Background: an optimization exercise with open tools, aiming at small area. Do not read the settings as production practice.
Where RTL was checked, it was by simulation tests only, not by an equivalence proof against the original.
Only the layout flow was run in runs 4 and 5; the RTL was not checked for function there.
Power is estimated from default activity; no workload was simulated.

### flow/run.sh
#!/bin/bash
# Own layout flow: the standard flow (standard.sh, unchanged synthesis),
# with smaller port buffers, no CTS dummy loads and area recovery.
set -euo pipefail
bash standard.sh \
	"BUFFER_PORTS_ARGS=-buffer_cell sky130_fd_sc_hd__buf_1" \
	"CTS_ARGS=-sink_clustering_enable -repair_clock_nets -dont_use_dummy_load" \
	"RECOVER_POWER=100" \
	finish > make_finish.log 2>&1
### standard.sh
#!/bin/bash
# synth_recipe.tcl (not shown) runs the flow's synth.tcl, then flattens the netlist and writes it again
# the make line also repeats each setting of config.mk as NAME=value (left out here)
make -C /OpenROAD-flow-scripts/flow DESIGN_CONFIG=/design/flow/config.mk WORK_HOME=/design/flow/orfs CLKGATE_MAP_FILE= SYNTH_SCRIPT=/design/flow/synth_recipe.tcl "${@:-finish}"
### config.mk
export PLATFORM = sky130hd
export DESIGN_NAME = ssf_array
export DESIGN_NICKNAME = ssf_array
export VERILOG_FILES = /design/flow/design.v
export SDC_FILE = /design/flow/constraint.sdc
export NUM_CORES = 4
export LEC_CHECK = 0
export CAP_MARGIN = 20
export CORE_MARGIN = 2
export CORE_UTILIZATION = 40
export SLEW_MARGIN = 20
### constraint.sdc
create_clock -name core_clock -period 6.0 [get_ports {clk}]
set_input_delay 1.2000 -clock core_clock [delete_from_list [all_inputs] [get_ports {clk}]]
set_output_delay 1.2000 -clock core_clock [all_outputs]
set_load 0.01 [all_outputs]
### design.v
package ssf_pkg;
	localparam int NUM_LANES = 8;
	localparam int BLOCK_LEN = 4;
	localparam int START_GAP = 64;
	localparam int SAMPLE_W  = 32;
	localparam int LANE_W    = $clog2(NUM_LANES);
	localparam int ACC_W = SAMPLE_W + $clog2(BLOCK_LEN) + 1;
	localparam int GAP_W = $clog2(START_GAP);
	localparam int CNT_W = $clog2(BLOCK_LEN + 1);
	typedef logic signed [SAMPLE_W-1:0] sample_t;
	typedef logic signed [ACC_W-1:0]    acc_t;
	typedef logic [LANE_W-1:0]          lane_t;
	typedef logic [NUM_LANES-1:0]       lane_mask_t;
	typedef logic [GAP_W-1:0]           gap_cnt_t;
	typedef logic [CNT_W-1:0]           count_t;
	localparam sample_t SAMPLE_MAX = {1'b0, {(SAMPLE_W-1){1'b1}}};
	localparam sample_t SAMPLE_MIN = {1'b1, {(SAMPLE_W-1){1'b0}}};
	typedef enum logic [1:0] {
		FILLING,
		HOLDING,
		IDLE
	} lane_state_t;
endpackage
`timescale 1ns/1ps
module ssf_array (
	input  logic    clk,
	input  logic    rst,
	input  ssf_pkg::sample_t sample_in,
	input  logic    sample_valid,
	output logic    sample_req,
	output ssf_pkg::sample_t result_out,
	output ssf_pkg::lane_t   result_lane,
	output logic    result_valid
);
	localparam int NL = ssf_pkg::NUM_LANES;
	localparam int PW = ssf_pkg::SAMPLE_W + 1;    
	logic [8:0]     rel_cnt;           
	logic [1:0]     cnt [NL];          
	logic [PW-1:0]  word [NL];         
	logic [NL-1:0]  cand_oh;           
	ssf_pkg::lane_t last_grant;        
	logic           fin1;              
	logic           fin2;              
	ssf_pkg::lane_t fin2_lane;
	logic           accept;
	ssf_pkg::lane_t cand;
	logic           first;
	logic           last4;
	assign sample_req = |cand_oh;
	assign accept     = sample_valid & sample_req;
	always_comb begin
		cand  = '0;
		first = 1'b0;
		last4 = 1'b0;
		for (int i = 0; i < NL; i++) begin
			if (cand_oh[i]) cand = cand | 3'(i);
			if (cand_oh[i] && cnt[i] == 2'd0) first = 1'b1;
			if (cand_oh[i] && cnt[i] == 2'd3) last4 = 1'b1;
		end
	end
	logic [8:0]     rel_nxt;
	logic [NL-1:0]  req_nxt;
	ssf_pkg::lane_t lg_nxt;
	logic [NL-1:0]  req_hi;
	logic [NL-1:0]  pick_hi;
	logic [NL-1:0]  pick_lo;
	logic [NL-1:0]  cand_nxt;
	assign rel_nxt = (rel_cnt[8:6] != 3'd7) ? rel_cnt + 1'b1 : rel_cnt;
	assign lg_nxt  = accept ? cand : last_grant;
	always_comb begin
		for (int i = 0; i < NL; i++) begin
			req_nxt[i] = (rel_nxt[8:6] >= 3'(i))
			           && !(accept && last4 && cand_oh[i])
			           && !(fin1 && last_grant == 3'(i));
		end
	end
	always_comb begin
		for (int i = 0; i < NL; i++) begin
			req_hi[i] = req_nxt[i] && (3'(i) > lg_nxt);
		end
		for (int i = 0; i < NL; i++) begin
			pick_hi[i] = req_hi[i];
			pick_lo[i] = req_nxt[i];
			for (int j = 0; j < i; j++) begin
				pick_hi[i] = pick_hi[i] && !req_hi[j];
				pick_lo[i] = pick_lo[i] && !req_nxt[j];
			end
		end
		cand_nxt = (|req_hi) ? pick_hi : pick_lo;
	end
	logic [PW-1:0] part;
	logic [PW:0]   add_a, add_b, add_p, add_c, sum;
	logic          sign;
	logic          ovf;
	logic [PW-1:0] wdata;
	always_comb begin
		part = '0;
		for (int i = 0; i < NL; i++) begin
			if (cand_oh[i] && cnt[i] != 2'd0) part = part | word[i];
		end
	end
	assign add_a = {part[PW-1], part};
	assign add_b = {{2{sample_in[31]}}, sample_in};
	assign add_p = add_a ^ add_b;
	always_comb begin
		logic [PW:0] pp, gg;
		pp = add_p;
		gg = add_a & add_b;
		for (int i = 1; i <= 6; i++) begin
			for (int j = 2**i - 1; j <= PW; j += 2**i) begin
				gg[j] = gg[j] | (pp[j] & gg[j - 2**(i-1)]);
				pp[j] = pp[j] & pp[j - 2**(i-1)];
			end
		end
		for (int i = 6; i > 0; i--) begin
			for (int j = 2**i + 2**(i-1) - 1; j <= PW; j += 2**i) begin
				gg[j] = gg[j] | (pp[j] & gg[j - 2**(i-1)]);
				pp[j] = pp[j] & pp[j - 2**(i-1)];
			end
		end
		add_c = {gg[PW-1:0], 1'b0};
	end
	assign sum  = add_p ^ add_c;
	assign sign = sum[PW];
	assign ovf  = last4 ? !((sum[PW] == sum[PW-1]) && (sum[PW-1] == sum[PW-2]))
	                    : (sum[PW] != sum[PW-1]);
	always_comb begin
		wdata[PW-1]   = sign;
		wdata[PW-2]   = ovf ? (last4 ? sign : !sign) : sum[PW-2];
		wdata[PW-3:0] = ovf ? {(PW-2){!sign}} : sum[PW-3:0];
	end
	always_ff @(posedge clk) begin
		for (int i = 0; i < NL; i++) begin
			if (accept && cand_oh[i]) begin
				word[i] <= wdata;
			end
		end
	end
	always_ff @(posedge clk) begin
		if (rst) begin
			rel_cnt      <= '0;
			for (int i = 0; i < NL; i++) cnt[i] <= '0;
			cand_oh      <= NL'(1);
			last_grant   <= 3'(NL - 1);
			fin1         <= 1'b0;
			fin2         <= 1'b0;
			result_valid <= 1'b0;
		end else begin
			rel_cnt <= rel_nxt;
			for (int i = 0; i < NL; i++) begin
				if (accept && cand_oh[i]) cnt[i] <= cnt[i] + 1'b1;
			end
			cand_oh      <= cand_nxt;
			last_grant   <= lg_nxt;
			fin1         <= accept & last4;
			fin2         <= fin1;
			result_valid <= fin2;
		end
	end
	always_ff @(posedge clk) begin
		fin2_lane   <= last_grant;
		result_lane <= fin2_lane;
	end
	always_comb begin
		result_out = '0;
		for (int i = 0; i < NL; i++) begin
			if (result_lane == 3'(i)) result_out = result_out | word[i][31:0];
		end
	end
endmodule
==> impl_metrics.env, run 1 <==
export IMPL_cpMaxStageDelayCell="or4_1"
export IMPL_port_buffers=71
export IMPL_routed_wl_um=46160
export IMPL_n_antenna_cell=0
export IMPL_die_area_um2=38410
export IMPL_coreArea_um2=36430
export IMPL_areaGrowthSynthToFinish_pct=12.26
export IMPL_netlist_area_um2=14740
export IMPL_die_y_um=196.0
export IMPL_synth_avg_cell_area_um2=12.82
export IMPL_synth_common_cells="edfxtp_1 (264), a22oi_1 (241), nand4_1 (66)"
export IMPL_ant_nets=0
export IMPL_crit_chain="inv_1, ha_1, nor2b_4, buf_4, a22o_1, or4_1, ha_1, nor2b_1, o21ai_0, o21ai_0, a311oi_1, o21ai_0, o41ai_1, fa_1, a21oi_1, nand2_1, o21ai_2, buf_6, a21oi_1"
export IMPL_critPathLaunchType="flop"
export IMPL_cp_buffers_inverters=3
export IMPL_postLayoutCoreUtil_pct=45.42
export IMPL_die_x_um=196.0
export IMPL_synth_top_cell_by_area="edfxtp_1"
export IMPL_worst_pin_slew_ps=3137
export IMPL_internal_power_mw=4.012
export IMPL_yosys_area_share_adder_pct=6.383
export IMPL_gp_congestion=0.7936
export IMPL_fin_crit_ps=5673
export IMPL_slew_viol_final=357
export IMPL_cpPeakStageDelay_ps=610
export IMPL_cts_reportedPaths_clkPinSlew_ps=50
export IMPL_comb_power_share_pct=18.3
export IMPL_io_pin_count=72
export IMPL_synth_warnings=3
export IMPL_cts_buffer_depth=3
export IMPL_via_count=11000
export IMPL_grt_ovfl_total=0
export IMPL_synth_top_area_share_pct=53.78
export IMPL_synth_xor_area_share_pct=1.664
export IMPL_peakVddDrop_mv=0.1573
export IMPL_arrival_ps=5820
export IMPL_critPathMostFrequentCell="o21ai_0"
export IMPL_synth_simple_gate_area_share_pct=8.963
export IMPL_end_kind="flop"
export IMPL_p_per_area_nw_per_um2=331.6
export IMPL_hold_viol=0
export IMPL_crit_required_ps=6140
export IMPL_cellLeakagePower_nw=5.538
export IMPL_synth_area_top_cells="edfxtp_1 (54%), a22oi_1 (12%), dfxtp_1 (6.1%)"
export IMPL_tns_ps=0
export IMPL_cp_top_family="compound AO/OA/AOI/OAI gates"
export IMPL_fin_skew_ps=58.91
export IMPL_drc_errors=0
export IMPL_synth_compound_area_share_pct=19.74
export IMPL_clockPowerShare_pct=31.5
export IMPL_synth_nets=1250
export IMPL_yosysSeqAreaShare_pct=59.89
export IMPL_rows=70
export IMPL_status="complete, but fails checks"
export IMPL_p_seq_share_pct=50.2
export IMPL_max_cap_viol_count=10
export IMPL_vias_per_cell=6.492
export IMPL_antenna_found_initial=1
export IMPL_cts_root_buf="clkbuf_16"
export IMPL_htreeDepth=2
export IMPL_cts_buffers=34
export IMPL_critPathKind="reg2reg"
export IMPL_synth_mux_area_fraction_pct=0.3480
export IMPL_cp_max_fo=31
export IMPL_synth_top_family_by_area="compound AO/OA/AOI/OAI gates"
export IMPL_synth_most_common_cell="edfxtp_1"
export IMPL_clk_latency_ps=520
export IMPL_fmax_mhz=176.3
export IMPL_fin_crit_sh_pct=94.56
export IMPL_rrSetupSlack_ps=330
export IMPL_grt_use_total_pct=23.35
export IMPL_dominantRegCellSynth="edfxtp_1"
export IMPL_ys_types=74
export IMPL_switchingPower_mw=1.476
export IMPL_swShare_pct=26.90
export IMPL_cts_sinks=309
export IMPL_dp_hpwl_um=25930
export IMPL_fin_nets=1329
export IMPL_syn_inst=1150
export IMPL_so_violations="capacitance limit, slew limit"
export IMPL_first_pass_iters=6
export IMPL_wire_per_inst_um=27.23
export IMPL_drt_iter0_drc=1288
export IMPL_drive_above_1_share_pct=8.150
export IMPL_grt_pass1_vias=10930
export IMPL_synth_seq_cells=309
export IMPL_async_reset_ff_share_pct=0
export IMPL_max_slew_margin_pct=-109.1
export IMPL_grt_max_degree=40
export IMPL_start_util_pct=40.46
export IMPL_grt_pass1_wl_um=67030
export IMPL_synth_edff_count=264
export IMPL_cts_tree="yes"
export IMPL_hp_class="reg2reg"
export IMPL_setup_violations=0
-- power by group through the flow --
stage / Clock [mW] / Combinational [mW] / Sequential, mW
4_1_cts: 1.75 / 0.989 / 2.75
6_report: 1.73 / 1.01 / 2.75
3_5_place_dp: 0 / 0.983 / 2.79
5_1_grt: 1.83 / 1.11 / 2.76
2_1_floorplan: 0 / 0.647 / 2.78
3_3_place_gp: 0 / 0.976 / 2.79
-- through the flow --
step	std cells	setup slack, ps	power, mW	cell area, µm²	hold slack (ps)
2_1_floorplan	1150	912.0	3.422	14740	309.6
3_3_place_gp	1655	312.7	3.767	15690	316.1
3_5_place_dp	1655	253.3	3.776	15690	315.4
4_1_cts	1689	197.0	5.488	16540	328.6
5_1_grt	1695	-29.14	5.705	16550	340.1
6_report	1695	326.6	5.488	16550	326.9
-- registers in the layout (all words and copies together) (netlist names), 3 cells and up --
name         count
cand_oh          8
rel_cnt          9
last_grant       3
result_lane      3
fin2_lane        3
cnt             16
word           264
-- kinds of logic after synthesis --
family | after synthesis
AOI/OAI and AO/OA | 394
xor gates and xnor gates | 28
adders and majority gates | 65
buffers and inverters | 114
DFF | 309
muxes | 5
and+or+nand+nor | 235
-- cell usage in the layout (no fill, tap or decap), drive strengths merged, types with 35 or more instances in the layout --
cell / instances
buf: 102
clkbuf: 42
inv: 40
a21oi: 44
nor2: 35
a22oi: 241
edfxtp: 264
nand2: 47
nand4: 67
dfxtp: 45
ha: 48
-- path summary, 6_finish.rpt --
| path | startpoint | cells after the start | endpoint |
|---|---|---|---|
| worst max-delay path | cnt[3][0] | 19 | word[1][22] |
| worst min-delay path | fin2_lane[2] | 0 | result_lane[2] |
| worst max register to register | cnt[3][0] | 19 | word[1][22] |
| worst min register to register | fin2_lane[2] | 0 | result_lane[2] |
-- layout make-up --
type / instances / area, µm²
clock buffer: 34 / 850.8
fill: 3231 / 19890
inverter: 43 / 162.7
multi-input combinational: 731 / 5573
sequential: 309 / 8828
tap: 468 / 585.6
timing repair buffer: 110 / 549.3
-- what timing repair did --
item                                    in CTS  in global routing
hold buffers                                 0                  0
buffers inserted                             0                  2
resized for setup                            0                  2
endpoints found under the setup margin       0                240
endpoints found under the hold margin        0                  0
-- layer usage --
| metal | part of all wire [%] | up-vias | track usage, % |
|---|---|---|---|
| met5 | 0 | - | 0 |
| met3 | 10 | 116 | 3.851 |
| met2 | 47 | 669 | 38.01 |
| li1 | - | 4769 | - |
| met1 | 40 | 5450 | 31.42 |
| met4 | 3.1 | 0 | 9.119 |
==> run 2: changes to the inputs <==
==> flow/run.sh (replaced) <==
#!/bin/bash
# Own layout flow: the standard flow (standard.sh, unchanged synthesis),
# with the smallest buffer on the ports and a clock tree without dummy loads.
set -euo pipefail
bash standard.sh \
	"BUFFER_PORTS_ARGS=-buffer_cell sky130_fd_sc_hd__buf_1" \
	"CTS_ARGS=-sink_clustering_enable -repair_clock_nets -dont_use_dummy_load -sink_clustering_size 30 -sink_clustering_max_diameter 80" \
	finish > make_finish.log 2>&1
==> run 2 against run 1 <==
Now clean on timing, DRC and antenna. First-iteration DRC count is 7.5% lower. Cell area is 2.2% lower. Final cell count down 1.1%. Combinational power about the same. Non-clock buffer count decreased by 2. Clock power fell by 32%. Via count is 1.2% lower. Clock skew fell by 6.6 ps. Count of clock-buffer cells in the layout decreased by 16. Synthesized area unchanged. Die area is the same. Critical path type unchanged. Critical endpoint is now word[5][22].
==> impl_metrics.env, run 2 <==
export IMPL_status="finished clean"
export IMPL_critPathLaunchType="flop"
export IMPL_final_cell_mix="edfxtp_1 (264), a22oi_1 (241), buf_1 (71)"
export IMPL_synth_most_common_cell="edfxtp_1"
export IMPL_routed_wl_um=45710
export IMPL_wire_per_inst_um=27.26
export IMPL_peakVddDrop_mv=0.1561
export IMPL_hp_start="fin2_lane[2]"
export IMPL_r2r_cells=18
export IMPL_vias_per_cell=6.485
export IMPL_crit_chain="inv_1, ha_1, nor2b_4, buf_4, a22o_1, or4_1, ha_1, nor2b_1, o21ai_0, o21ai_0, a311oi_1, o21ai_0, o41ai_1, fa_1, a21oi_1, nor2b_2, buf_4, a21oi_1"
export IMPL_cts_setup_buffers=0
export IMPL_dpl_instance_area_um2=15690
export IMPL_hold_buffers=0
export IMPL_cpPeakStageDelay_ps=620
export IMPL_finalInstanceArea_um2=16180
export IMPL_synth_edff_count=264
export IMPL_die_area_um2=38410
export IMPL_place_inst=1655
export IMPL_hold_viol=0
export IMPL_worst_pin_slew_ps=1166
export IMPL_dp_hpwl_um=25930
export IMPL_synth_common_cells="edfxtp_1 (264), a22oi_1 (241), nand4_1 (66)"
export IMPL_drt_iter0_drc=1192
export IMPL_crit_required_ps=6210
export IMPL_synth_seq_cells=309
export IMPL_arrival_ps=5950
export IMPL_async_reset_ff_share_pct=0
export IMPL_grt_max_degree=40
export IMPL_fin_crit_sh_pct=95.75
export IMPL_start_util_pct=40.46
export IMPL_reg_top3="word (264), cnt (16), rel_cnt (9)"
export IMPL_synth_avg_cell_area_um2=12.82
export IMPL_setup_violations=0
export IMPL_largest_register_ffs=264
export IMPL_hp_class="reg2reg"
export IMPL_critPathMostFrequentCell="o21ai_0"
export IMPL_gp_congestion=0.7936
export IMPL_top_register="word"
export IMPL_coreArea_um2=36430
export IMPL_ys_types=74
export IMPL_cts_resized=0
export IMPL_cts_reportedPaths_clkPinSlew_ps=100
export IMPL_layout_commonest_cell="edfxtp_1"
export IMPL_grt_ovfl_total=0
export IMPL_fin_skew_ps=52.33
export IMPL_die_x_um=196.0
export IMPL_max_slew_margin_pct=22.28
export IMPL_ant_nets=0
export IMPL_hold_end="result_lane[2]"
export IMPL_grt_use_total_pct=23.14
export IMPL_holdPathStages=0
export IMPL_clk_latency_ps=530
export IMPL_synth_warnings=3
export IMPL_cts_tree="yes"
export IMPL_first_pass_iters=6
export IMPL_die_y_um=196.0
export IMPL_drc_errors=0
export IMPL_cp_max_fo=13
export IMPL_postLayoutCoreUtil_pct=44.42
export IMPL_fin_crit_ps=5745
export IMPL_areaGrowthSynthToFinish_pct=9.786
export IMPL_fin_cells=1677
export IMPL_rows=70
export IMPL_cp_buffers_inverters=3
export IMPL_cts_buffers=18
export IMPL_synth_top_area_share_pct=53.78
export IMPL_n_antenna_cell=0
export IMPL_rsz0062_at_grt="yes"
export IMPL_critPathKind="reg2reg"
export IMPL_cts_sinks=309
export IMPL_max_cap_viol_count=0
export IMPL_rrSetupSlack_ps=250
export IMPL_grt_pass1_wl_um=66570
export IMPL_fmax_mhz=174.1
export IMPL_cpMaxStageDelayCell="or4_1"
export IMPL_end_kind="flop"
export IMPL_yosysSeqAreaShare_pct=59.89
export IMPL_via_count=10880
export IMPL_grt_pass1_vias=10780
export IMPL_cellLeakagePower_nw=5.372
export IMPL_r2r_start="cnt[3][0]"
export IMPL_synth_top_cell_by_area="edfxtp_1"
export IMPL_reg2reg_to="word[5][22]"
export IMPL_p_per_area_nw_per_um2=304.8
export IMPL_slew_viol_final=0
export IMPL_drive_above_1_share_pct=8.189
export IMPL_synth_nets=1250
export IMPL_fin_nets=1311
export IMPL_netlist_area_um2=14740
export IMPL_cts_buffer_depth=3
export IMPL_synth_area_top_cells="edfxtp_1 (54%), a22oi_1 (12%), dfxtp_1 (6.1%)"
export IMPL_antenna_found_initial=0
export IMPL_io_pin_count=72
export IMPL_htreeDepth=1
export IMPL_cts_root_buf="clkbuf_16"
export IMPL_cp_top_family="compound AO/OA/AOI/OAI gates"
export IMPL_syn_inst=1150
export IMPL_dominantRegCellSynth="edfxtp_1"
export IMPL_port_buffers=71
[run 2: cell counts after synthesis]
No cell type changed its count.
[run 2: area by class of cell]
type,count,area [µm²]
Sequential cell,309,8828
Tap cell,468,585.6
Clock buffer,18,450.4
Fill cell,3274,20250
Multi-Input combinational cell,731,5607
Inverter,43,162.7
Timing Repair Buffer,108,550.5
[run 2: per-stage QoR]
stage | power, mW | setup TNS (ps) | hold WS (ps) | setup WS [ps]
3_3_place_gp | 3.767 | 0 | 316.1 | 312.7
2_1_floorplan | 3.422 | 0 | 309.6 | 912.0
4_1_cts | 4.927 | 0 | 333.6 | 188.8
3_5_place_dp | 3.776 | 0 | 315.4 | 253.3
6_report | 4.933 | 0 | 330.4 | 254.7
5_1_grt | 5.144 | -697.7 | 344.1 | -46.76
[run 2: cells by family (layout without fill, tap and decap cells)]
kind of cell	after synthesis	after routing	synth area share (%)
adder cells (fa/ha/maj)	65	65	6.383
multiplexers	5	5	0.3480
XOR/XNOR	28	28	1.664
AND/OR/NAND/NOR	235	239	8.963
buffers and inverters	114	169	3.013
flip-flops	309	309	59.89
AO/OA/AOI/OAI	394	394	19.74
[run 2: routing by layer]
metal  vias up  share of wire, %  global-route usage, %
li1       4733                 -                      -
met4         0               2.6                  8.137
met2       583                47                  37.91
met1      5460                41                  31.60
met3        99               9.6                  3.352
met5         -                 0                      0
[run 2: worst max path at each step]
stage	start	end	slack, ps	depth (start not counted)
after floorplan	cnt[2][0]	word[0][23]	910	25
after global placement	cnt[0][0]	word[6][7]	310	19
after detailed placement	cnt[1][0]	word[4][22]	250	19
after CTS	cnt[3][0]	word[3][22]	190	19
after global routing	cnt[3][0]	word[2][28]	-50	18
final	cnt[3][0]	word[5][22]	250	18
[run 2: worst reg2reg max path, stage by stage (launching register included)]
cell	delay, ps
dfxtp_1	330
inv_1	90
ha_1	320
nor2b_4	170
buf_4	250
a22o_1	260
or4_1	620
ha_1	350
nor2b_1	140
o21ai_0	270
o21ai_0	200
a311oi_1	350
o21ai_0	180
o41ai_1	320
fa_1	530
a21oi_1	220
nor2b_2	90
buf_4	220
a21oi_1	510
[run 2: report_power, final]
group	total (mW)	internal, mW	switching, mW
clock network	1.18	0.536	0.640
logic	1.01	0.317	0.693
registers	2.75	2.70	0.0484
==> run 3: changes to the inputs <==
--- a/flow/run.sh
+++ b/flow/run.sh
@@ -6,3 +6,3 @@
 	"BUFFER_PORTS_ARGS=-buffer_cell sky130_fd_sc_hd__buf_1" \
-	"CTS_ARGS=-sink_clustering_enable -repair_clock_nets -dont_use_dummy_load -sink_clustering_size 30 -sink_clustering_max_diameter 80" \
+	"CTS_ARGS=-sink_clustering_enable -repair_clock_nets -dont_use_dummy_load -sink_clustering_size 25 -sink_clustering_max_diameter 100" \
 	finish > make_finish.log 2>&1
==> run 3 against run 2 <==
Still clean on timing, DRC and antenna. Global-route usage barely moved. Synthesized area did not move. Combinational power barely moved. Final cell count did not move. Via count fell by 0.68%. Clock skew fell by 15 ps. Cell area fell by 0.23%.
==> impl_metrics.env, run 3 <==
export IMPL_yosysSeqAreaShare_pct=59.89
export IMPL_antenna_found_initial=0
export IMPL_fin_crit_ps=5637
export IMPL_grt_pass1_vias=10800
export IMPL_critPathKind="reg2reg"
export IMPL_end_kind="flop"
export IMPL_largest_register_ffs=264
export IMPL_multi_input_area_um2=5607
export IMPL_n_antenna_cell=0
export IMPL_hp_start="fin2_lane[2]"
export IMPL_reg2reg_to="word[1][22]"
export IMPL_dominantRegCellSynth="edfxtp_1"
export IMPL_wire_per_inst_um=27.16
export IMPL_crit_required_ps=6210
export IMPL_drt_iter0_drc=1388
export IMPL_dpl_instance_area_um2=15690
export IMPL_clockPowerShare_pct=22.8
export IMPL_layout_commonest_cell="edfxtp_1"
export IMPL_hp_class="reg2reg"
export IMPL_total_power_mw=4.864
export IMPL_p_per_area_nw_per_um2=301.3
export IMPL_comb_power_share_pct=20.7
export IMPL_die_area_um2=38410
export IMPL_grt_max_degree=40
export IMPL_die_y_um=196.0
export IMPL_fin_skew_ps=37.46
export IMPL_hold_worst_slack_ps=335.6
export IMPL_max_slew_margin_pct=22.64
export IMPL_place_inst=1655
export IMPL_top_register="word"
export IMPL_areaGrowthSynthToFinish_pct=9.531
export IMPL_cts_tree="yes"
export IMPL_post_place_ws_ps=253.3
export IMPL_synth_area_top_cells="edfxtp_1 (54%), a22oi_1 (12%), dfxtp_1 (6.1%)"
export IMPL_slew_viol_final=0
export IMPL_drc_errors=0
export IMPL_hold_end="result_lane[2]"
export IMPL_htreeDepth=1
export IMPL_cts_root_buf="clkbuf_16"
export IMPL_cts_reportedPaths_clkPinSlew_ps=90
export IMPL_finalInstanceArea_um2=16150
export IMPL_start_util_pct=40.46
export IMPL_p_seq_share_pct=56.5
export IMPL_dp_hpwl_um=25930
export IMPL_die_x_um=196.0
export IMPL_synth_seq_cells=309
export IMPL_syn_inst=1150
export IMPL_regArea_um2=8828
export IMPL_switchingPower_mw=1.371
export IMPL_r2r_cells=18
export IMPL_setup_violations=0
export IMPL_synth_nets=1250
export IMPL_grt_ovfl_total=0
export IMPL_cts_buffer_depth=3
export IMPL_final_cell_mix="edfxtp_1 (264), a22oi_1 (241), buf_1 (71)"
export IMPL_fin_nets=1311
export IMPL_grt_use_total_pct=23.11
export IMPL_cellLeakagePower_nw=5.357
export IMPL_cts_buffers=16
export IMPL_via_count=10800
export IMPL_grt_pass1_wl_um=66560
export IMPL_hold_viol=0
export IMPL_tns_ps=0
export IMPL_synth_top_area_share_pct=53.78
export IMPL_reg_top3="word (264), cnt (16), rel_cnt (9)"
export IMPL_netlist_area_um2=14740
export IMPL_first_pass_iters=6
export IMPL_internal_power_mw=3.494
export IMPL_ant_nets=0
export IMPL_vias_per_cell=6.441
export IMPL_synth_top_cell_by_area="edfxtp_1"
export IMPL_synth_warnings=3
export IMPL_cp_max_fo=13
export IMPL_status="finished clean"
export IMPL_synth_most_common_cell="edfxtp_1"
export IMPL_clk_latency_ps=510
export IMPL_coreArea_um2=36430
export IMPL_port_buffers=71
export IMPL_holdPathStages=0
export IMPL_fmax_mhz=177.4
export IMPL_routed_wl_um=45550
export IMPL_setup_ws_ps=362.6
export IMPL_synth_edff_count=264
export IMPL_synth_avg_cell_area_um2=12.82
export IMPL_synth_common_cells="edfxtp_1 (264), a22oi_1 (241), nand4_1 (66)"
export IMPL_cts_sinks=309
export IMPL_rrSetupSlack_ps=360
export IMPL_fin_cells=1677
export IMPL_arrival_ps=5840
export IMPL_fin_crit_sh_pct=93.96
export IMPL_swShare_pct=28.18
export IMPL_async_reset_ff_share_pct=0
export IMPL_max_cap_viol_count=0
export IMPL_postLayoutCoreUtil_pct=44.32
export IMPL_nFillCells=3278
export IMPL_io_pin_count=72
export IMPL_peakVddDrop_mv=0.1594
export IMPL_ys_types=74
export IMPL_critPathLaunchType="flop"
export IMPL_r2r_start="cnt[3][0]"
export IMPL_worst_pin_slew_ps=1160
export IMPL_drive_above_1_share_pct=8.189
export IMPL_rows=70
export IMPL_gp_congestion=0.7936
==> run 3: cell types whose count changed in the layout (fill, tap and decap cells not counted), sizes merged <==
| cell | previous run | this run |
|---|---|---|
| clkbuf | 19 | 16 |
| buf | 107 | 110 |
==> run 3: how the worst max path moves through the flow <==
stage | startpoint | end | slack (ps) | depth (start not counted)
5_1_grt | cnt[3][0] | word[0][22] | -30 | 18
6_report | cnt[3][0] | word[1][22] | 360 | 18
2_1_floorplan | cnt[2][0] | word[0][23] | 910 | 25
3_3_place_gp | cnt[0][0] | word[6][7] | 310 | 19
4_1_cts | cnt[1][0] | word[0][22] | 210 | 19
3_5_place_dp | cnt[1][0] | word[4][22] | 250 | 19
==> run 3: worst max-delay path, cell delays in order, from the launching register on <==
cell and delay [ps]:
dfxtp_1 320, inv_1 90, ha_1 320, nor2b_4 170
buf_4 250, a22o_1 250, or4_1 600, ha_1 340
nor2b_1 140, o21ai_0 260, o21ai_0 190, a311oi_1 340
o21ai_0 170, o41ai_1 320, fa_1 530, a21oi_1 210
nor2b_2 90, buf_4 220, a21oi_1 530
==> run 3: kinds of logic (layout without fill, tap and decap cells) <==
family,count (synthesis),after routing,synth area share (%)
multiplexers,5,5,0.3480
adder cells (fa/ha/maj),65,65,6.383
AO/OA/AOI/OAI,394,394,19.74
XOR/XNOR,28,28,1.664
buffers and inverters,114,169,3.013
AND/OR/NAND/NOR,235,239,8.963
flip-flops,309,309,59.89
==> run 3: power by group through the flow <==
stage	sequential (mW)	clock, mW	combinational, mW
3_5_place_dp	2.79	0	0.983
2_1_floorplan	2.78	0	0.647
4_1_cts	2.74	1.14	0.989
3_3_place_gp	2.79	0	0.976
5_1_grt	2.76	1.20	1.11
6_report	2.75	1.11	1.01
==> run 3: layer usage <==
metal | up-vias | part of all wire, % | track usage, %
met2 | 623 | 47 | 37.83
met1 | 5346 | 40 | 31.52
met5 | - | 0 | 0
li1 | 4731 | - | -
met4 | 0 | 2.8 | 7.969
met3 | 101 | 10 | 3.524
==> run 3: layout make-up <==
cell class,instances,area share (%)
clock buffers,16,2.480
inverters,43,1.007
multi-input cells,731,34.72
flip-flops and latches,309,54.68
well taps,468,3.627
repair buffers,110,3.487
==> run 3: repair_timing <==
action,4_1_cts,5_1_grt
buffers inserted,0,2
hold buffers,0,0
setup endpoints to repair,0,248
resized for setup,0,2
==> run 4: changes to the inputs <==
--- a/design.v
+++ b/design.v
@@ -71,3 +71,3 @@
 		for (int i = 0; i < NL; i++) begin
-			req_nxt[i] = (rel_nxt[8:6] >= 3'(i))
+			req_nxt[i] = (rel_cnt[8:6] >= 3'(i))
 			           && !(accept && last4 && cand_oh[i])
@@ -140,3 +140,3 @@
 		if (rst) begin
-			rel_cnt      <= '0;
+			rel_cnt      <= 9'd1;
 			for (int i = 0; i < NL; i++) cnt[i] <= '0;
==> run 4 against run 3 <==
Still clean. Power up 1.8%. First-iteration DRC count fell by 5.0%. Sequential power about the same. Global-route usage about the same. Sequential cell count unchanged. Register-to-register slack better by 50 ps. Hold slack worse by 1.1 ps. Critical path depth up 5. Critical path type unchanged.
==> impl_metrics.env, run 4 <==
export IMPL_rsz0062_at_grt="no"
export IMPL_grt_pass1_wl_um=66250
export IMPL_drt_iter0_drc=1319
export IMPL_dp_hpwl_um=27020
export IMPL_fin_cells=1658
export IMPL_post_place_ws_ps=361.6
export IMPL_postLayoutCoreUtil_pct=44.34
export IMPL_swShare_pct=28.71
export IMPL_synth_edff_count=264
export IMPL_clockPowerShare_pct=22.6
export IMPL_start_util_pct=40.38
export IMPL_cts_setup_buffers=0
export IMPL_cellLeakagePower_nw=5.344
export IMPL_synth_area_top_cells="edfxtp_1 (54%), a22oi_1 (12%), dfxtp_1 (6.1%)"
export IMPL_arrival_ps=5900
export IMPL_syn_inst=1133
export IMPL_port_buffers=71
export IMPL_die_x_um=195.6
export IMPL_switchingPower_mw=1.422
export IMPL_setup_violations=0
export IMPL_synth_most_common_cell="edfxtp_1"
export IMPL_critPathLaunchType="flop"
export IMPL_nFillCells=3290
export IMPL_ys_types=78
export IMPL_synth_top_cell_by_area="edfxtp_1"
export IMPL_fmax_mhz=179.1
export IMPL_fin_crit_ps=5584
export IMPL_crit_required_ps=6320
export IMPL_yosysSeqAreaShare_pct=60.15
export IMPL_grt_use_total_pct=23.14
export IMPL_synth_seq_cells=309
export IMPL_reg_top3="word (264), cnt (16), rel_cnt (9)"
export IMPL_hold_viol=0
export IMPL_cts_tree="yes"
export IMPL_max_cap_viol_count=0
export IMPL_max_slew_margin_pct=25.65
export IMPL_cts_root_buf="clkbuf_16"
export IMPL_largest_register_ffs=264
export IMPL_routed_wl_um=45160
export IMPL_die_area_um2=38240
export IMPL_gp_congestion=0.8457
export IMPL_hp_class="reg2reg"
export IMPL_synth_warnings=3
export IMPL_synth_nets=1233
export IMPL_htreeDepth=1
export IMPL_synth_avg_cell_area_um2=12.95
export IMPL_drive_above_1_share_pct=9.251
export IMPL_coreArea_um2=36350
export IMPL_setup_ws_ps=415.8
export IMPL_via_count=10650
export IMPL_async_reset_ff_share_pct=0
export IMPL_critPathKind="reg2reg"
export IMPL_comb_power_share_pct=21.5
export IMPL_peakVddDrop_mv=0.2201
export IMPL_rows=70
export IMPL_layout_commonest_cell="edfxtp_1"
export IMPL_place_inst=1641
export IMPL_cp_max_fo=12
export IMPL_end_kind="flop"
export IMPL_grt_ovfl_total=0
export IMPL_cts_buffer_depth=3
export IMPL_areaGrowthSynthToFinish_pct=9.795
export IMPL_fin_skew_ps=37.50
export IMPL_internal_power_mw=3.531
export IMPL_slew_viol_final=0
export IMPL_synth_common_cells="edfxtp_1 (264), a22oi_1 (238), nand4_1 (63)"
export IMPL_total_power_mw=4.953
export IMPL_ant_nets=0
export IMPL_grt_max_degree=39
export IMPL_p_per_area_nw_per_um2=307.3
export IMPL_top_register="word"
export IMPL_cts_reportedPaths_clkPinSlew_ps=100
export IMPL_synth_top_area_share_pct=54.01
export IMPL_grt_pass1_vias=10600
export IMPL_fin_nets=1291
export IMPL_first_pass_iters=6
export IMPL_io_pin_count=72
export IMPL_vias_per_cell=6.423
export IMPL_regArea_um2=8828
export IMPL_rrSetupSlack_ps=420
export IMPL_cts_sinks=309
export IMPL_drc_errors=0
export IMPL_status="finished clean"
export IMPL_wire_per_inst_um=27.24
export IMPL_cts_buffers=16
export IMPL_final_cell_mix="edfxtp_1 (264), a22oi_1 (238), buf_1 (71)"
export IMPL_fin_crit_sh_pct=93.07
export IMPL_worst_pin_slew_ps=1114
export IMPL_clk_latency_ps=520
export IMPL_p_seq_share_pct=56.0
export IMPL_tns_ps=0
export IMPL_netlist_area_um2=14680
export IMPL_antenna_found_initial=2
export IMPL_dominantRegCellSynth="edfxtp_1"
export IMPL_multi_input_area_um2=5532
export IMPL_die_y_um=195.6
export IMPL_hold_buffers=0
==> run 4: changes by cell type after synthesis, sizes merged, moves of 3 or more <==
cell and change:
nand2b -4, nand4 -4, nor4 -4, and2 -4
a21o +4, o21a +3
==> run 4: worst paths after layout <==
check | start | to | depth (start not counted)
max | cnt[1][0] | word[7][2] | 23
min reg2reg | fin2_lane[1] | result_lane[1] | 0
max reg2reg | cnt[1][0] | word[7][2] | 23
min | fin2_lane[1] | result_lane[1] | 0
==> run 4: stage by stage <==
step                cell area (µm²)  hold WS, ps
finish                        16120        334.5
global route                  16110        343.5
CTS                           16100        336.4
detailed placement            15700        312.1
global placement              15690        313.3
floorplan                     14680        309.6
==> run 4: layout make-up <==
| cell class | instances | area share, % |
|---|---|---|
| inverters | 43 | 1.002 |
| well taps | 468 | 3.634 |
| repair buffers | 109 | 3.758 |
| flip-flops and latches | 309 | 54.78 |
| diodes | 1 | 0.01553 |
| multi-input cells | 712 | 34.32 |
| clock buffers | 16 | 2.484 |
==> run 4: timing repair <==
item | 4_1_cts | 5_1_grt
endpoints found under the setup margin | 0 | 88
endpoints found under the hold margin | 0 | 0
resized for setup | 0 | 5
==> run 4: layer usage <==
metal,wire [µm],vias to the layer above,track usage [%]
met1,18390,5328,31.46
met2,21140,579,37.91
met3,4321,100,3.782
met5,7,-,0
li1,-,4641,-
met4,1301,2,7.634
==> run 4: power groups by stage <==
| stage | Sequential (mW) | Combinational, mW | Clock [mW] |
|---|---|---|---|
| after detailed placement | 2.82 | 1.03 | 0 |
| after floorplan | 2.80 | 0.672 | 0 |
| after global routing | 2.78 | 1.16 | 1.21 |
| after global placement | 2.82 | 1.01 | 0 |
| final | 2.77 | 1.06 | 1.12 |
| after CTS | 2.77 | 1.03 | 1.14 |
==> run 4: worst max-delay path, cell delays in order, from the launching register on <==
cell and delay, ps:
dfxtp_1 350, inv_1 70, ha_1 230, nor2b_4 450, a22oi_1 170, nand4_1 130
ha_1 150, inv_1 50, fa_1 390, nor2b_1 170, o2111ai_1 150, a211oi_1 470
o21ai_0 210, a21oi_1 210, nand3b_1 150, nand2_1 70, fa_1 380, xor2_1 280
a21oi_1 180, nand2_1 140, o21ai_2 80, nor2_2 330, buf_4 310, a21o_1 250
==> run 4: cells by family after synthesis <==
group                      Yosys count  synth area share [%]
AOI/OAI and AO/OA                  399                 20.25
xor gates and xnor gates            28                 1.671
adders and majority gates           65                 6.410
buffers and inverters              112                 3.001
DFF                                309                 60.15
muxes                                5                0.3921
and+or+nand+nor                    215                 8.132
==> run 5: changes to the inputs <==
--- a/config.mk
+++ b/config.mk
@@ -7,5 +7,5 @@
 export LEC_CHECK = 0
-export CAP_MARGIN = 20
+export CAP_MARGIN = 5
 export CORE_MARGIN = 2
-export CORE_UTILIZATION = 40
-export SLEW_MARGIN = 20
+export CORE_UTILIZATION = 65
+export SLEW_MARGIN = 5
==> run 5 against run 4 <==
Clock power about the same. Final cell count decreased by 11%. Wire length decreased by 6.3%. Register-to-register slack got worse by 100 ps. Combinational power about the same. Critical path depth decreased by 3. Hold slack improved by 1.2 ps. Via count increased by 2.1%. Fmax decreased by 1.8%. Power decreased by 0.24%. Sequential share of layout area increased by 0.83 points. Global-route usage increased by 12 points. Critical endpoint is now word[6][8]. Largest power group unchanged. Highest routed layer is now met4.
==> impl_metrics.env, run 5 <==
export IMPL_status="finished clean"
export IMPL_nFillCells=1535
export IMPL_fin_nets=1298
export IMPL_ys_types=78
export IMPL_post_place_ws_ps=169.6
export IMPL_hold_worst_slack_ps=335.7
export IMPL_die_y_um=154.3
export IMPL_crit_end="word[6][8]"
export IMPL_synth_top_area_share_pct=54.01
export IMPL_grt_util_met1_pct=50.13
export IMPL_peakVddDrop_mv=0.2488
export IMPL_fin_crit_ps=5684
export IMPL_synth_seq_cells=309
export IMPL_fin_skew_ps=44.49
export IMPL_cellLeakagePower_nw=5.359
export IMPL_startpoint="cnt[6][0]"
export IMPL_grt_pass1_wl_um=63440
export IMPL_p_seq_share_pct=56.2
export IMPL_internal_power_mw=3.529
export IMPL_synth_edff_count=264
export IMPL_layout_commonest_cell="edfxtp_1"
export IMPL_use_met2_pct=56.46
export IMPL_htreeDepth=1
export IMPL_synth_common_cells="edfxtp_1 (264), a22oi_1 (238), nand4_1 (63)"
export IMPL_rrSetupSlack_ps=320
export IMPL_max_cap_viol_count=0
export IMPL_netlist_area_um2=14680
export IMPL_drive_above_1_share_pct=9.365
export IMPL_hold_viol=0
export IMPL_routed_wl_um=42310
export IMPL_grt_max_degree=36
export IMPL_top_register="word"
export IMPL_port_buffers=71
export IMPL_synth_warnings=3
export IMPL_drc_errors=0
export IMPL_clk_latency_ps=510
export IMPL_regArea_um2=8828
export IMPL_arrival_ps=5980
export IMPL_hp_start="fin2_lane[1]"
export IMPL_use_met3_pct=7.033
export IMPL_cts_root_buf="clkbuf_16"
export IMPL_io_pin_count=72
export IMPL_antenna_found_initial=0
export IMPL_setup_ws_ps=316.2
export IMPL_vias_per_cell=7.369
export IMPL_largest_register_ffs=264
export IMPL_top_usage_layer="met2"
export IMPL_rsz0062_at_grt="no"
export IMPL_r2r_cells=20
export IMPL_reg2reg_to="word[6][8]"
export IMPL_reg_top3="word (264), cnt (16), rel_cnt (9)"
export IMPL_hold_buffers=0
export IMPL_comb_power_share_pct=21.4
export IMPL_async_reset_ff_share_pct=0
export IMPL_yosysSeqAreaShare_pct=60.15
export IMPL_synth_top_cell_by_area="edfxtp_1"
export IMPL_place_inst=1460
export IMPL_multi_input_area_um2=5514
export IMPL_start_util_pct=66.64
export IMPL_die_x_um=154.3
export IMPL_p_per_area_nw_per_um2=311.2
export IMPL_cts_buffers=16
export IMPL_crit_required_ps=6300
export IMPL_rows=54
export IMPL_critPathLaunchType="flop"
export IMPL_wire_per_inst_um=28.67
export IMPL_synth_avg_cell_area_um2=12.95
export IMPL_grt_use_total_pct=35.57
export IMPL_cp_max_fo=9
export IMPL_first_pass_iters=7
export IMPL_die_area_um2=23800
export IMPL_areaGrowthSynthToFinish_pct=8.158
export IMPL_synth_most_common_cell="edfxtp_1"
export IMPL_fmax_mhz=175.9
export IMPL_via_count=10880
export IMPL_synth_area_top_cells="edfxtp_1 (54%), a22oi_1 (12%), dfxtp_1 (6.1%)"
export IMPL_cts_tree="yes"
export IMPL_switchingPower_mw=1.411
export IMPL_tns_ps=0
export IMPL_fin_crit_sh_pct=94.73
export IMPL_cts_reportedPaths_clkPinSlew_ps=100
export IMPL_worst_pin_slew_ps=1071
export IMPL_critPathKind="reg2reg"
export IMPL_hp_class="reg2reg"
export IMPL_dp_hpwl_um=25470
export IMPL_setup_violations=0
export IMPL_cts_sinks=309
export IMPL_fin_cells=1476
export IMPL_slew_viol_final=0
export IMPL_gp_congestion=0.8711
export IMPL_postLayoutCoreUtil_pct=72.07
export IMPL_final_cell_mix="edfxtp_1 (264), a22oi_1 (238), buf_1 (71)"
export IMPL_grt_ovfl_total=0
export IMPL_coreArea_um2=22030
export IMPL_n_antenna_cell=0
export IMPL_cts_buffer_depth=3
export IMPL_syn_inst=1133
export IMPL_grt_pass1_vias=10760
export IMPL_swShare_pct=28.57
export IMPL_max_slew_margin_pct=28.48
export IMPL_end_kind="flop"
export IMPL_r2r_start="cnt[6][0]"
export IMPL_ant_nets=0
export IMPL_dominantRegCellSynth="edfxtp_1"
export IMPL_synth_nets=1233
export IMPL_clockPowerShare_pct=22.4
export IMPL_drt_iter0_drc=1511
## run 5: logic make-up after synthesis
| logic type | count (synthesis) | synth area share [%] |
|---|---|---|
| compound gates | 399 | 20.25 |
| xor+xnor | 28 | 1.671 |
| fa+ha+maj | 65 | 6.410 |
| buf+inv | 112 | 3.001 |
| flops | 309 | 60.15 |
| mux | 5 | 0.3921 |
| simple gates | 215 | 8.132 |
## run 5: worst min path at each step
stage                     end  slack, ps  cells after the start
2_1_floorplan  result_lane[0]        310                      0
3_3_place_gp   result_lane[1]        310                      0
3_5_place_dp   result_lane[1]        310                      0
4_1_cts        result_lane[1]        340                      0
5_1_grt        result_lane[1]        340                      0
6_report       result_lane[1]        340                      0
## run 5: metal layers
| layer | share of wire (%) | vias to the layer above | wire (µm) |
|---|---|---|---|
| met5 | 0 | - | 0 |
| met4 | 3.8 | 0 | 1622 |
| met3 | 12 | 140 | 5178 |
| met2 | 45 | 768 | 19220 |
| met1 | 39 | 5292 | 16300 |
| li1 | - | 4676 | - |
## run 5: repair_timing
item | CTS | global route
endpoints found under the setup margin | 0 | 188
setup buffers | 0 | 0
resized for setup | 0 | 5
## run 5: area by class of cell
class	count	area share, %
Timing Repair Buffer	116	3.909
Tap cell	280	2.207
Clock buffer	16	2.522
Sequential cell	309	55.61
Inverter	43	1.017
Multi-Input combinational cell	712	34.73
## run 5: power by group through the flow
stage	Combinational [mW]	Clock (mW)	Sequential, mW
final	1.06	1.11	2.78
after global routing	1.14	1.18	2.79
after CTS	1.02	1.11	2.77
after detailed placement	1.01	0	2.82
after global placement	0.990	0	2.82
after floorplan	0.672	0	2.80
## run 5: stage by stage
stage	area, µm²	power, mW
floorplan	14680	3.472
global placement	15460	3.809
detailed placement	15460	3.832
CTS	15860	4.902
global route	15880	5.104
finish	15880	4.941
## run 5: critical path, stage by stage, from the launching register on
cell,delay [ps]
dfxtp_1,320
inv_1,90
ha_1,210
nor2b_4,110
buf_4,180
a22o_1,220
or4_1,630
ha_1,340
o21ai_0,170
o21bai_1,120
a21o_1,170
a221oi_1,510
a21oi_1,150
nand3b_1,220
a41oi_1,280
fa_1,500
o21ai_0,130
o21ai_2,100
nor2_2,440
buf_4,310
a21o_1,260
==> run 6: changes to the inputs <==
--- a/design.v
+++ b/design.v
@@ -57,3 +57,3 @@
 			if (cand_oh[i] && cnt[i] == 2'd0) first = 1'b1;
-			if (cand_oh[i] && cnt[i] == 2'd3) last4 = 1'b1;
+			if (cand_oh[i] && cnt[i] == 2'b10) last4 = 1'b1;
 		end
@@ -77,4 +77,7 @@
 	always_comb begin
+		logic above_c;
+		above_c = 1'b0;
 		for (int i = 0; i < NL; i++) begin
-			req_hi[i] = req_nxt[i] && (3'(i) > lg_nxt);
+			req_hi[i] = req_nxt[i] && (accept ? above_c : (3'(i) > last_grant));
+			above_c = above_c | cand_oh[i];
 		end
@@ -150,3 +153,3 @@
 			for (int i = 0; i < NL; i++) begin
-				if (accept && cand_oh[i]) cnt[i] <= cnt[i] + 1'b1;
+				if (accept && cand_oh[i]) cnt[i] <= {cnt[i][0], !cnt[i][1]};
 			end
--- a/flow/run.sh
+++ b/flow/run.sh
@@ -6,3 +6,3 @@
 	"BUFFER_PORTS_ARGS=-buffer_cell sky130_fd_sc_hd__buf_1" \
-	"CTS_ARGS=-sink_clustering_enable -repair_clock_nets -dont_use_dummy_load -sink_clustering_size 25 -sink_clustering_max_diameter 100" \
+	"CTS_ARGS=-sink_clustering_enable -repair_clock_nets -dont_use_dummy_load -sink_clustering_size 32 -sink_clustering_max_diameter 100" \
 	finish > make_finish.log 2>&1
--- a/config.mk
+++ b/config.mk
@@ -7,5 +7,5 @@
 export LEC_CHECK = 0
-export CAP_MARGIN = 5
+export CAP_MARGIN = 20
 export CORE_MARGIN = 2
-export CORE_UTILIZATION = 65
-export SLEW_MARGIN = 5
+export CORE_UTILIZATION = 40
+export SLEW_MARGIN = 20
==> run 6 against run 5 <==
Sequential cell count unchanged. Cell area down 1.4%. Combinational power down 21%. Final cell count up 9.0%. Synthesized area down 2.8%. Non-clock buffer count down 4. Fmax down 1.3%. Register-to-register slack worse by 80 ps. Core utilization down 28 points. Via count down 5.4%. Highest routed layer unchanged.
==> impl_metrics.env, run 6 <==
export IMPL_hold_viol=0
export IMPL_p_per_area_nw_per_um2=290.2
export IMPL_dominantRegCellSynth="edfxtp_1"
export IMPL_htreeDepth=1
export IMPL_max_slew_margin_pct=31.48
export IMPL_nFillCells=3187
export IMPL_r2r_start="cand_oh[6]"
export IMPL_fin_crit_ps=5761
export IMPL_cp_max_fo=12
export IMPL_synth_most_common_cell="edfxtp_1"
export IMPL_setup_ws_ps=239.2
export IMPL_cts_buffer_depth=3
export IMPL_wire_per_inst_um=26.71
export IMPL_fin_cells=1609
export IMPL_regArea_um2=8828
export IMPL_fmax_mhz=173.6
export IMPL_yosysSeqAreaShare_pct=61.86
export IMPL_crit_required_ps=6210
export IMPL_routed_wl_um=42980
export IMPL_hp_class="reg2reg"
export IMPL_critPathKind="reg2reg"
export IMPL_die_x_um=192.9
export IMPL_grt_pass1_vias=10130
export IMPL_grt_use_total_pct=22.99
export IMPL_cts_buffers=14
export IMPL_dp_hpwl_um=24840
export IMPL_rrSetupSlack_ps=240
export IMPL_synth_top_cell_by_area="edfxtp_1"
export IMPL_drt_iter0_drc=1353
export IMPL_startpoint="cand_oh[6]"
export IMPL_synth_common_cells="edfxtp_1 (264), a22oi_1 (236), nand4_1 (63)"
export IMPL_rsz0062_at_grt="yes"
export IMPL_top_register="word"
export IMPL_end_kind="flop"
export IMPL_die_y_um=192.9
export IMPL_status="finished clean"
export IMPL_slew_viol_final=0
export IMPL_layout_commonest_cell="edfxtp_1"
export IMPL_synth_seq_cells=309
export IMPL_max_cap_viol_count=0
export IMPL_synth_area_top_cells="edfxtp_1 (56%), a22oi_1 (12%), dfxtp_1 (6.3%)"
export IMPL_final_cell_mix="edfxtp_1 (264), a22oi_1 (236), buf_1 (71)"
export IMPL_gp_congestion=0.8405
export IMPL_port_buffers=71
export IMPL_setup_violations=0
export IMPL_post_place_ws_ps=52.82
export IMPL_largest_register_ffs=264
export IMPL_place_inst=1595
export IMPL_fin_crit_sh_pct=96.01
export IMPL_io_pin_count=72
export IMPL_via_count=10290
export IMPL_synth_top_area_share_pct=55.54
export IMPL_n_antenna_cell=0
export IMPL_cts_sinks=309
export IMPL_cts_root_buf="clkbuf_16"
export IMPL_multi_input_area_um2=5104
export IMPL_cellLeakagePower_nw=5.181
export IMPL_die_area_um2=37210
export IMPL_first_pass_iters=6
export IMPL_synth_avg_cell_area_um2=13.12
export IMPL_ys_types=66
export IMPL_cts_reportedPaths_clkPinSlew_ps=110
export IMPL_critPathLaunchType="flop"
export IMPL_synth_nets=1172
export IMPL_antenna_found_initial=0
export IMPL_arrival_ps=5970
export IMPL_cts_tree="yes"
export IMPL_areaGrowthSynthToFinish_pct=9.679
export IMPL_reg_top3="word (264), cnt (16), rel_cnt (9)"
export IMPL_vias_per_cell=6.394
export IMPL_peakVddDrop_mv=0.1463
export IMPL_async_reset_ff_share_pct=0
export IMPL_ant_nets=0
export IMPL_total_power_mw=4.543
export IMPL_synth_edff_count=264
export IMPL_drive_above_1_share_pct=8.101
export IMPL_coreArea_um2=35310
export IMPL_netlist_area_um2=14270
export IMPL_start_util_pct=40.42
export IMPL_synth_warnings=3
export IMPL_grt_pass1_wl_um=62830
export IMPL_rows=69
export IMPL_clk_latency_ps=510
export IMPL_syn_inst=1088
export IMPL_grt_ovfl_total=0
export IMPL_grt_max_degree=37
export IMPL_drc_errors=0
export IMPL_fin_skew_ps=36.09
export IMPL_worst_pin_slew_ps=1028
export IMPL_hp_start="fin2_lane[2]"
export IMPL_fin_nets=1234
## run 6: path summary, 6_finish.rpt
| path | depth (start not counted) | to |
|---|---|---|
| worst max-delay path | 19 | word[6][15] |
| worst min-delay path | 0 | result_lane[2] |
| worst max register to register | 19 | word[6][15] |
| worst min register to register | 0 | result_lane[2] |
## run 6: timing repair
action	CTS	global route
gates resized for setup	0	3
setup endpoints to repair	0	131
setup buffers	0	0
hold buffers	0	0
## run 6: area by class of cell
type,instances,share of cell area [%]
Tap cell,461,3.685
Multi-Input combinational cell,681,32.60
Clock buffer,14,2.238
Inverter,32,0.7673
Sequential cell,309,56.40
Timing Repair Buffer,112,4.308
## run 6: cell families after synthesis
group | Yosys count | synth area share (%)
compound gates | 399 | 20.45
flops | 309 | 61.86
simple gates | 211 | 8.328
buf+inv | 98 | 2.805
fa+ha+maj | 49 | 5.190
xor+xnor | 20 | 1.227
mux | 2 | 0.1403
## run 6: stage by stage
| stage | hold WS (ps) | util (%) | cell area [µm²] | setup TNS (ps) |
|---|---|---|---|---|
| after floorplan | 309.6 | - | 14270 | 0 |
| after global placement | 314.9 | 43.29 | 15290 | 0 |
| after detailed placement | 316.4 | 43.31 | 15290 | 0 |
| after CTS | 342.4 | 44.30 | 15640 | 0 |
| after global routing | 357.6 | 44.33 | 15650 | -2383 |
| final | 342.1 | 44.33 | 15650 | 0 |
## run 6: critical path, stage by stage (launching register included)
cell      delay, ps
dfxtp_1         500
o21a_1          380
buf_4           270
a22oi_1          80
and4_1          240
fa_1            400
nand2b_1        170
a21oi_1         350
o31ai_1         110
and3_1          240
a21oi_1         370
a221oi_1        190
o21a_1          250
fa_1            410
xnor2_1         290
inv_1            70
a21oi_1         200
nor2_1          170
buf_4           240
a21oi_1         520
## run 6: layer usage
metal  wire length [µm]  track usage (%)
met1              17610            32.12
met2              20210            37.29
met3               4059            2.910
met4               1100            7.430
met5                  0                0
## run 6: where the power goes
part | total, mW | switching (mW) | leakage (nW) | internal, mW
Combinational | 0.836 | 0.574 | 2.25 | 0.262
Clock | 1.03 | 0.611 | 0.173 | 0.424
Sequential | 2.67 | 0.0467 | 2.75 | 2.63
==> run 7: changes to the inputs <==
--- a/flow/run.sh
+++ b/flow/run.sh
@@ -6,3 +6,3 @@
 	"BUFFER_PORTS_ARGS=-buffer_cell sky130_fd_sc_hd__buf_1" \
-	"CTS_ARGS=-sink_clustering_enable -repair_clock_nets -dont_use_dummy_load -sink_clustering_size 32 -sink_clustering_max_diameter 100" \
+	"CTS_ARGS=-sink_clustering_enable -repair_clock_nets -dont_use_dummy_load -buf_list sky130_fd_sc_hd__clkbuf_8 -sink_clustering_size 16 -sink_clustering_max_diameter 60" \
 	finish > make_finish.log 2>&1
==> run 7 against run 6 <==
Count of clock-buffer cells in the layout rose by 11. Wire length rose by 0.40%. Die area did not move. Sequential cell count did not move. Clock skew rose by 4.6 ps. Via count rose by 0.60%. Synthesized cell count did not move. Clock power barely moved. Critical path type unchanged.
==> impl_metrics.env, run 7 <==
export IMPL_status="finished clean"
export IMPL_grt_use_total_pct=23.00
export IMPL_synth_seq_cells=309
export IMPL_clockPowerShare_pct=22.2
export IMPL_cts_reportedPaths_clkPinSlew_ps=90
export IMPL_multi_input_area_um2=5107
export IMPL_synth_nets=1172
export IMPL_ant_nets=0
export IMPL_first_pass_iters=6
export IMPL_netlist_area_um2=14270
export IMPL_areaGrowthSynthToFinish_pct=9.661
export IMPL_fin_crit_sh_pct=95.83
export IMPL_crit_required_ps=6290
export IMPL_drt_met1_wl_um=17540
export IMPL_startpoint="cand_oh[6]"
export IMPL_critPathMostFrequentCell="a21oi_1"
export IMPL_hp_class="reg2reg"
export IMPL_p_per_area_nw_per_um2=288.5
export IMPL_p_seq_share_pct=59.2
export IMPL_grt_ovfl_total=0
export IMPL_yosys_area_share_adder_pct=5.190
export IMPL_hold_viol=0
export IMPL_synth_common_cells="edfxtp_1 (264), a22oi_1 (236), nand4_1 (63)"
export IMPL_wl_met3_um=4170
export IMPL_cp_max_fo=12
export IMPL_grt_pass1_vias=10260
export IMPL_synth_xor_area_share_pct=1.227
export IMPL_synth_top_family_by_area="compound AO/OA/AOI/OAI gates"
export IMPL_end_kind="flop"
export IMPL_hold_buffers=0
export IMPL_cts_sinks=309
export IMPL_ys_types=66
export IMPL_synth_area_top_cells="edfxtp_1 (56%), a22oi_1 (12%), dfxtp_1 (6.3%)"
export IMPL_critPathKind="reg2reg"
export IMPL_die_y_um=192.9
export IMPL_die_x_um=192.9
export IMPL_regArea_um2=8828
export IMPL_fin_crit_ps=5750
export IMPL_fin_nets=1245
export IMPL_io_pin_count=72
export IMPL_synth_avg_cell_area_um2=13.12
export IMPL_hp_start="fin2_lane[2]"
export IMPL_swShare_pct=27.80
export IMPL_cts_buffer_depth=3
export IMPL_fmax_mhz=173.9
export IMPL_setup_ws_ps=250.2
export IMPL_start_util_pct=40.42
export IMPL_routed_wl_met2_um=20080
export IMPL_port_buffers=71
export IMPL_syn_inst=1088
export IMPL_nFillCells=3192
export IMPL_comb_power_share_pct=18.6
export IMPL_synth_edff_count=264
export IMPL_rows=69
export IMPL_switchingPower_mw=1.255
export IMPL_post_place_ws_ps=52.82
export IMPL_cts_tree="yes"
export IMPL_grt_max_degree=37
export IMPL_dp_hpwl_um=24840
export IMPL_die_area_um2=37210
export IMPL_cts_root_buf="clkbuf_8"
export IMPL_crit_chain="o21a_1, buf_4, a22oi_1, and4_1, fa_1, nand2b_1, a21oi_1, o31ai_1, and3_1, a21oi_1, a221oi_1, o21a_1, fa_1, xnor2_1, inv_1, a21oi_1, nor2_1, buf_4, a21oi_1"
export IMPL_reg_top3="word (264), cnt (16), rel_cnt (9)"
export IMPL_cpMaxStageDelayCell="a21oi_1"
export IMPL_routed_wl_um=43150
export IMPL_top_register="word"
export IMPL_slew_viol_final=0
export IMPL_dominantRegCellSynth="edfxtp_1"
export IMPL_grt_pass1_wl_um=62930
export IMPL_synth_compound_area_share_pct=20.45
export IMPL_layout_commonest_cell="edfxtp_1"
export IMPL_drc_errors=0
export IMPL_vias_per_cell=6.389
export IMPL_antenna_found_initial=0
export IMPL_final_cell_mix="edfxtp_1 (264), a22oi_1 (236), buf_1 (71)"
export IMPL_arrival_ps=6040
export IMPL_rsz0062_at_grt="yes"
export IMPL_synth_warnings=3
export IMPL_coreArea_um2=35310
export IMPL_peakVddDrop_mv=0.1528
export IMPL_max_slew_margin_pct=31.82
export IMPL_synth_top_area_share_pct=55.54
export IMPL_r2r_start="cand_oh[6]"
export IMPL_cpPeakStageDelay_ps=530
export IMPL_max_cap_viol_count=0
export IMPL_async_reset_ff_share_pct=0
export IMPL_via_count=10350
export IMPL_drt_iter0_drc=1302
export IMPL_synth_most_common_cell="edfxtp_1"
export IMPL_fin_cells=1620
export IMPL_top_layer_used="met4"
export IMPL_setup_violations=0
export IMPL_drive_above_1_share_pct=9.060
export IMPL_largest_register_ffs=264
export IMPL_cts_buffers=25
export IMPL_yosysSeqAreaShare_pct=61.86
export IMPL_fin_skew_ps=40.73
export IMPL_clk_latency_ps=600
export IMPL_worst_pin_slew_ps=1023
export IMPL_synth_simple_gate_area_share_pct=8.328
export IMPL_wire_per_inst_um=26.64
export IMPL_n_antenna_cell=0
export IMPL_htreeDepth=1
export IMPL_internal_power_mw=3.260
export IMPL_place_inst=1595
export IMPL_synth_top_cell_by_area="edfxtp_1"
export IMPL_critPathLaunchType="flop"
export IMPL_cellLeakagePower_nw=5.188
export IMPL_gp_congestion=0.8405
export IMPL_synth_mux_area_fraction_pct=0.1403
## run 7: changes by cell type in the layout (fill, tap and decap cells not counted), sizes merged
cell	previous run	this run
clkbuf	14	25
## run 7: what timing repair did
item	CTS	global route
setup buffers	0	0
resized for setup	0	4
endpoints found under the setup margin	0	148
## run 7: metrics by stage
step	power (mW)	setup TNS (ps)	area [µm²]	utilization [%]	hold WS [ps]
floorplan	3.240	0	14270	-	309.6
global route	4.703	-2284	15650	44.33	349.0
CTS	4.525	0	15640	44.29	336.3
detailed placement	3.543	0	15290	43.31	316.4
global placement	3.534	0	15290	43.29	314.9
finish	4.515	0	15650	44.33	329.5
## run 7: critical path: cells and delay by family (launching register included)
family	cells	cell delay [ps]
fa+ha+maj	2	810
buf+inv	3	580
flops	1	500
compound gates	9	2440
simple gates	4	820
xor+xnor	1	290
## run 7: path summary, 6_finish.rpt
path | endpoint | slack (ps) | depth (start not counted)
max reg2reg | word[3][15] | 250 | 19
max | word[3][15] | 250 | 19
min reg2reg | result_lane[2] | 330 | 0
min | result_lane[2] | 330 | 0
## run 7: cell type report
cell class	count	area share, %
clock buffers	25	2.198
inverters	32	0.7674
multi-input cells	681	32.63
flip-flops and latches	309	56.41
well taps	461	3.685
repair buffers	112	4.309
## run 7: layer usage
metal / GRT usage (%) / up-vias
met5: 0 / -
met4: 7.896 / 0
met3: 3.255 / 116
met2: 37.29 / 580
met1: 31.74 / 5126
li1: - / 4528
## run 7: cells by family after synthesis
family,Yosys count
compound gates,399
xor+xnor,20
fa+ha+maj,49
buf+inv,98
flops,309
mux,2
simple gates,211
## run 7: power by group through the flow
stage               Combinational, mW  Sequential, mW  Clock, mW
floorplan                       0.541            2.70          0
global placement                0.817            2.72          0
detailed placement              0.824            2.72          0
CTS                             0.828            2.67       1.03
global route                    0.924            2.68       1.10
finish                          0.841            2.67       1.00
==> run 8: changes to the inputs <==
==> flow/run.sh (replaced) <==
#!/bin/bash
# Own layout flow: the standard flow (standard.sh, unchanged synthesis),
# with the smallest buffer on the ports and a clock tree without dummy loads.
set -euo pipefail
bash standard.sh \
	"BUFFER_PORTS_ARGS=-buffer_cell sky130_fd_sc_hd__buf_1" \
	"CTS_ARGS=-sink_clustering_enable -repair_clock_nets -dont_use_dummy_load -sink_clustering_size 25 -sink_clustering_max_diameter 100" \
	finish > make_finish.log 2>&1
==> run 8 against run 7 <==
Still clean on timing, DRC and antenna. Register-to-register slack better by 97 ps. Final cell count decreased by 0.56%. Sequential share of layout area decreased by 0.26 points. Count of clock-buffer cells in the layout shrank 9. Cell area grew 0.46%. Fmax increased by 1.7%. Synthesized cell count unchanged. Critical path type unchanged. Largest power group unchanged. Highest routed layer unchanged.
==> impl_metrics.env, run 8 <==
export IMPL_status="finished clean"
export IMPL_arrival_ps=5890
export IMPL_cpMaxStageDelayCell="dfxtp_1"
export IMPL_fin_crit_sh_pct=94.21
export IMPL_fmax_mhz=176.9
export IMPL_start_util_pct=40.42
export IMPL_rsz0062_at_grt="yes"
export IMPL_ant_nets=0
export IMPL_crit_chain="o21a_1, buf_4, a22oi_1, and4_1, fa_1, nand2b_1, a21oi_1, o31ai_1, and3_1, a21oi_1, a221oi_1, o21a_1, fa_1, xnor2_1, inv_1, a21oi_1, nor2_1, buf_4, a21oi_1"
export IMPL_cts_root_buf="clkbuf_16"
export IMPL_synth_most_common_cell="edfxtp_1"
export IMPL_cts_reportedPaths_clkPinSlew_ps=100
export IMPL_cts_resized=0
export IMPL_end_kind="flop"
export IMPL_wire_per_inst_um=26.70
export IMPL_die_area_um2=37210
export IMPL_hold_viol=0
export IMPL_grt_pass1_wl_um=62780
export IMPL_syn_inst=1088
export IMPL_holdPathStages=0
export IMPL_setup_ws_ps=347.2
export IMPL_synth_seq_cells=309
export IMPL_grt_max_degree=37
export IMPL_drive_above_1_share_pct=8.696
export IMPL_grt_pass1_vias=10160
export IMPL_yosysSeqAreaShare_pct=61.86
export IMPL_htreeDepth=1
export IMPL_drt_iter0_drc=1403
export IMPL_hold_end="result_lane[2]"
export IMPL_synth_edff_count=264
export IMPL_cp_top_family="compound AO/OA/AOI/OAI gates"
export IMPL_async_reset_ff_share_pct=0
export IMPL_layout_commonest_cell="edfxtp_1"
export IMPL_final_cell_mix="edfxtp_1 (264), a22oi_1 (236), buf_1 (71)"
export IMPL_die_x_um=192.9
export IMPL_netlist_area_um2=14270
export IMPL_r2r_start="cand_oh[6]"
export IMPL_via_count=10270
export IMPL_max_cap_viol_count=0
export IMPL_coreArea_um2=35310
export IMPL_clk_latency_ps=510
export IMPL_cts_tree="yes"
export IMPL_synth_area_top_cells="edfxtp_1 (56%), a22oi_1 (12%), dfxtp_1 (6.3%)"
export IMPL_rrSetupSlack_ps=350
export IMPL_antenna_found_initial=0
export IMPL_dominantRegCellSynth="edfxtp_1"
export IMPL_port_buffers=71
export IMPL_drc_errors=0
export IMPL_cts_buffer_depth=3
export IMPL_first_pass_iters=6
export IMPL_cts_sinks=309
export IMPL_post_place_ws_ps=52.82
export IMPL_cts_setup_buffers=0
export IMPL_io_pin_count=72
export IMPL_areaGrowthSynthToFinish_pct=10.16
export IMPL_top_register="word"
export IMPL_r2r_cells=19
export IMPL_n_antenna_cell=0
export IMPL_p_per_area_nw_per_um2=293.9
export IMPL_synth_common_cells="edfxtp_1 (264), a22oi_1 (236), nand4_1 (63)"
export IMPL_synth_top_cell_by_area="edfxtp_1"
export IMPL_hold_buffers=0
export IMPL_synth_top_area_share_pct=55.54
export IMPL_critPathLaunchType="flop"
export IMPL_critPathMostFrequentCell="a21oi_1"
export IMPL_multi_input_area_um2=5122
export IMPL_max_slew_margin_pct=30.66
export IMPL_nFillCells=3175
export IMPL_reg2reg_to="word[2][4]"
export IMPL_cts_buffers=16
export IMPL_critPathKind="reg2reg"
## run 8: cell counts after synthesis
No cell type changed its count.
## run 8: worst max-delay path by stage
stage                   to  slack, ps  cells after the start         start
2_1_floorplan  word[0][11]       1060                     21    cand_oh[6]
3_3_place_gp    word[0][0]        220                     18  sample_in[0]
3_5_place_dp    word[1][0]         50                     18  sample_in[0]
4_1_cts        word[1][12]        190                     19     cnt[6][0]
5_1_grt         word[2][4]         -3                     19     cnt[6][0]
6_report        word[2][4]        350                     19    cand_oh[6]
## run 8: final cells by class
cell class,count,share of cell area (%)
Multi-Input combinational cell,681,32.58
Inverter,32,0.7640
Timing Repair Buffer,112,4.289
Sequential cell,309,56.15
Tap cell,461,3.669
Clock buffer,16,2.547
## run 8: worst reg2reg max path: stages (launching register included)
cell and delay (ps):
dfxtp_1 490, o21a_1 380, buf_4 270, a22oi_1 80, and4_1 240, fa_1 400, nand2b_1 170, a21oi_1 350
o31ai_1 110, and3_1 230, a21oi_1 360, a221oi_1 190, o21a_1 250, fa_1 410, xnor2_1 290, inv_1 70
a21oi_1 210, nor2_1 160, buf_4 250, a21oi_1 490
## run 8: report_power, final
group / switching [mW] / internal (mW) / leakage [nW]
clock network: 0.622 / 0.480 / 0.197
logic: 0.582 / 0.266 / 2.26
registers: 0.0464 / 2.63 / 2.75
## run 8: kinds of logic after synthesis
family / synth area share, %
muxes: 0.1403
adders and majority gates: 5.190
DFF: 61.86
xor gates and xnor gates: 1.227
and+or+nand+nor: 8.328
buffers and inverters: 2.805
AOI/OAI and AO/OA: 20.45
## run 8: through the flow
step	power (mW)	cell area, µm²	hold slack (ps)	instances	util [%]
CTS	4.625	15690	340.9	1611	44.45
global route	4.812	15720	355.9	1611	44.53
finish	4.621	15720	340.6	1611	44.53
detailed placement	3.543	15290	316.4	1595	43.31
global placement	3.534	15290	314.9	1595	43.29
floorplan	3.240	14270	309.6	1088	-
## run 8: routing by layer
layer | track usage, % | wire, µm | up-vias
li1 | - | - | 4513
met1 | 32.00 | 17940 | 5131
met2 | 37.29 | 20270 | 545
met3 | 2.928 | 3792 | 78
met4 | 7.226 | 1003 | 0
met5 | 0 | 0 | -

Setup slack of run 8, layout unchanged: 0.347 ns with ideal ports, 0.347 ns with driving cells assumed (clock clkbuf_16, inputs buf_2), 0.235 ns with port delays also shifted by the 0.540 ns mid clock arrival.
